This design comes from an exercise in tuning for a short achievable clock period, few clock cycles and low power on the open sky130 flow, not from production work. Power and IR drop assume default switching activity.

## onyx
Design armCore, start of the top module:
module armCore (
    input logic clk,
    input logic reset,
    output logic [31:0] adr,
    output logic [31:0] writeData,
    input logic [31:0] readData,
    output logic memWrite
);
Size in the first run: about 2600 cells after synthesis, about 99 I/O pins.
==> flow/config.mk <==
export PLATFORM = sky130hd
export DESIGN_NAME = armCore
export DESIGN_NICKNAME = armCore
export VERILOG_FILES = /design/flow/design.v
export SDC_FILE = /design/flow/constraint.sdc
export NUM_CORES = 4
export LEC_CHECK = 0
export ABC_CLOCK_PERIOD_IN_PS = 2500
export CAP_MARGIN = 20
export CORE_MARGIN = 2
export CORE_UTILIZATION = 40
export CTS_BUF_LIST = sky130_fd_sc_hd__clkbuf_16
export CTS_CLUSTER_DIAMETER = 60
export CTS_CLUSTER_SIZE = 30
export SETUP_SLACK_MARGIN = 4.0
export SLEW_MARGIN = 20
export SYNTH_HIERARCHICAL = 1
export SYNTH_MINIMUM_KEEP_SIZE = 0
==> flow/constraint.sdc <==
create_clock -name core_clock -period 7.5 [get_ports {clk}]
set_input_delay 1.5000 -clock core_clock [delete_from_list [all_inputs] [get_ports {clk}]]
set_output_delay 1.5000 -clock core_clock [all_outputs]
set_load 0.01 [all_outputs]
run.sh (not shown) runs the stock make flow with config.mk's settings and CLKGATE_MAP_FILE= SYNTH_SCRIPT=/design/flow/synth_recipe.tcl, a recipe that flattens the netlist after the stock synthesis.
Edits applied to the flow inputs when going from onyx to willow:
--- a/flow/design.v
+++ b/flow/design.v
@@ -84,27 +84,27 @@
             4'b1110: condTest = 1'b1;
             default: condTest = 1'b0;
         endcase
     endfunction
     logic [31:0] aluResult;
     logic [32:0] sum;
-    logic newN, newZ, newC, newV, carry31;
+    logic newN, newZ, newC, newV;
     logic zAdd, zSub, zEor, zAnd, zOrr;
-    armAdd32 aluAdd (.a(opA), .b(opB), .cin(exSub), .s(sum), .c31(carry31));
+    armAdd32 aluAdd (.a(opA), .b(opB), .cin(exSub), .s(sum));
     assign aluResult = ({32{exAnd}} & (opA & opB)) | ({32{exEor}} & (opA ^ opB))
                      | ({32{exOrr}} & (opA | opB)) | ({32{exAdd | exSub}} & sum[31:0]);
     assign zAdd = ((opA ^ opB) == {opA[30:0] | opB[30:0], 1'b0});
     assign zSub = &(opA ^ opB);
     assign zEor = ((opA ^ opB) == 32'd0);
     assign zAnd = ((opA & opB) == 32'd0);
     assign zOrr = ((opA | opB) == 32'd0);
     assign newZ = (exAnd & zAnd) | (exEor & zEor) | (exOrr & zOrr) | (exAdd & zAdd)
                 | (exSub & zSub);
-    assign newN = (exAdd | exSub) ? (opA[31] ^ opB[31] ^ carry31) : aluResult[31];
+    assign newN = aluResult[31];
     assign newC = sum[32];
-    assign newV = (opA[31] == opB[31]) & (carry31 != opA[31]);
+    assign newV = (opA[31] == opB[31]) & (sum[31] != opA[31]);
     logic xN, xZ, xC, xV;    
     assign xN = exFlagNZ ? newN : flagN;
     assign xZ = exFlagNZ ? newZ : flagZ;
     assign xC = exFlagCV ? newC : flagC;
     assign xV = exFlagCV ? newV : flagV;
     logic isLoad, regWrite, pcLoad, exWrite;
@@ -148,18 +148,13 @@
     end
     armRead16 readA (.d(regView), .s(dRn), .q(dBase));
     armRead16 readB (.d(regView), .s(dRb), .q(dRegB));
     armAdrAdd adrAdd (.base(dBase), .off(ir[11:0]), .s(dAdr));
     assign dStall = dValid & (((dOp == 2'b01) & exWrite & (eRd == dRn))
                   | (isLoad & ((dUseRn & (eRd == dRn)) | (dUseRb & (eRd == dRb)))));
-    logic [15:0] dCondTable;
-    always_comb begin
-        for (int k = 0; k < 16; k++)
-            dCondTable[k] = condTest(ir[31:28], k[3], k[2], k[1], k[0]);
-    end
-    armPass passSel (.t(dCondTable), .n(xN), .z(xZ), .c(xC), .v(xV), .p(dPass));
+    assign dPass = condTest(ir[31:28], xN, xZ, xC, xV);
     assign dGo = dValid & ~dStall & ~pcLoad;
     assign dDp = dGo & dPass & (dOp == 2'b00);
     assign dMem = dGo & dPass & (dOp == 2'b01);
     assign dMiss = dValid & ~pcLoad & (dOp == 2'b10) & ~dPass;
     always_comb begin
         if (exWrite && eRd == dRn)
@@ -248,13 +243,13 @@
     input logic [31:0] base,
     input logic [11:0] off,
     output logic [31:0] s
 );
     logic c12;
     logic [31:12] ones, inc;
-    armKs #(.N(12)) lo (.a(base[11:0]), .b(off), .cin(1'b0), .s(s[11:0]), .cout(c12), .cmsb());
+    armKs #(.N(12)) lo (.a(base[11:0]), .b(off), .cin(1'b0), .s(s[11:0]), .cout(c12));
     always_comb begin
         ones = base[31:12];
         for (int d = 1; d < 20; d = d * 2) begin
             for (int i = 31; i >= 12 + d; i--)
                 ones[i] = ones[i] & ones[i - d];
         end
@@ -263,26 +258,24 @@
     assign s[31:12] = c12 ? inc : base[31:12];
 endmodule
 module armAdd32 (
     input logic [31:0] a,
     input logic [31:0] b,
     input logic cin,
-    output logic [32:0] s,
-    output logic c31           
+    output logic [32:0] s
 );
-    armKs #(.N(32)) add (.a(a), .b(b), .cin(cin), .s(s[31:0]), .cout(s[32]), .cmsb(c31));
+    armKs #(.N(32)) add (.a(a), .b(b), .cin(cin), .s(s[31:0]), .cout(s[32]));
 endmodule
 module armKs #(
     parameter int N = 32
 ) (
     input logic [N-1:0] a,
     input logic [N-1:0] b,
     input logic cin,
     output logic [N-1:0] s,
-    output logic cout,
-    output logic cmsb          
+    output logic cout
 );
     localparam int L = $clog2(N);
     logic [N-1:0] p0;
     logic [N-1:0] g [0:L];
     logic [N-1:0] p [0:L];
     assign p0 = a ^ b;
@@ -298,23 +291,12 @@
                 assign p[l + 1][i] = p[l][i];
             end
         end
     end
     assign s = p0 ^ {g[L][N-2:0], cin};
     assign cout = g[L][N-1];
-    assign cmsb = g[L][N-2];
-endmodule
-module armPass (
-    input logic [15:0] t,
-    input logic n,
-    input logic z,
-    input logic c,
-    input logic v,
-    output logic p
-);
-    assign p = t[{n, z, c, v}];
 endmodule
 module armPg (
     input logic gh,
     input logic ph,
     input logic gl,
     input logic pl,
Results
willow | status: complete | timing, DRC, antenna: pass. Initial detailed-routing violation count: willow > onyx. Between onyx and willow, global-route usage increased. Going from onyx to willow, reported sequential group power shrank by a few percent. The time the worst path needs with I/O delays and setup of willow was superior to that of onyx. Compared with onyx, the router placed fewer vias in willow. Going from onyx to willow, floorplan core area fell 1.4%; overall power of the completed layout fell 2.0%; clock network power share rose 2.1 points. Any difference in non-filler instance count after layout between onyx and willow is small enough to ignore. For the register-to-register slack, willow came in 200 ps higher than onyx did.
Function was not checked in any run of this note: the RTL went through the layout flow alone.

re-timing with driven ports:
The results above use ideal ports. As a check the final layouts listed here were re-extracted and re-timed, cells and wires unchanged.
Step 1 (the two cells are an assumption about what drives the block):
set clk [get_ports {clk}]
set_driving_cell -lib_cell sky130_fd_sc_hd__clkbuf_16 $clk
set_driving_cell -lib_cell sky130_fd_sc_hd__buf_2 [delete_from_list [all_inputs] $clk]
Step 2 adds t to the input delays and takes it off the output delays; t is the mean of the earliest and latest rising clock arrival at the registers after step 1. Input paths then give back, and output paths get back, about the clock's delay inside the block.
Slacks: ideal / step 1 / step 2; pairs: ideal / step 1.
| run | shift t [ns] | slack for setup (ns) | latest minus earliest clock arrival (ns) | slew at the worst register clock pin (ns) |
|---|---|---|---|---|
| onyx | 0.666 | 3.310 / 3.310 / 2.788 | 0.050 / 0.050 | 0.11 / 0.11 |
| willow | 0.677 | 3.515 / 3.515 / 2.993 | 0.079 / 0.080 | 0.11 / 0.11 |
After both steps setup and hold are still met in every run listed.
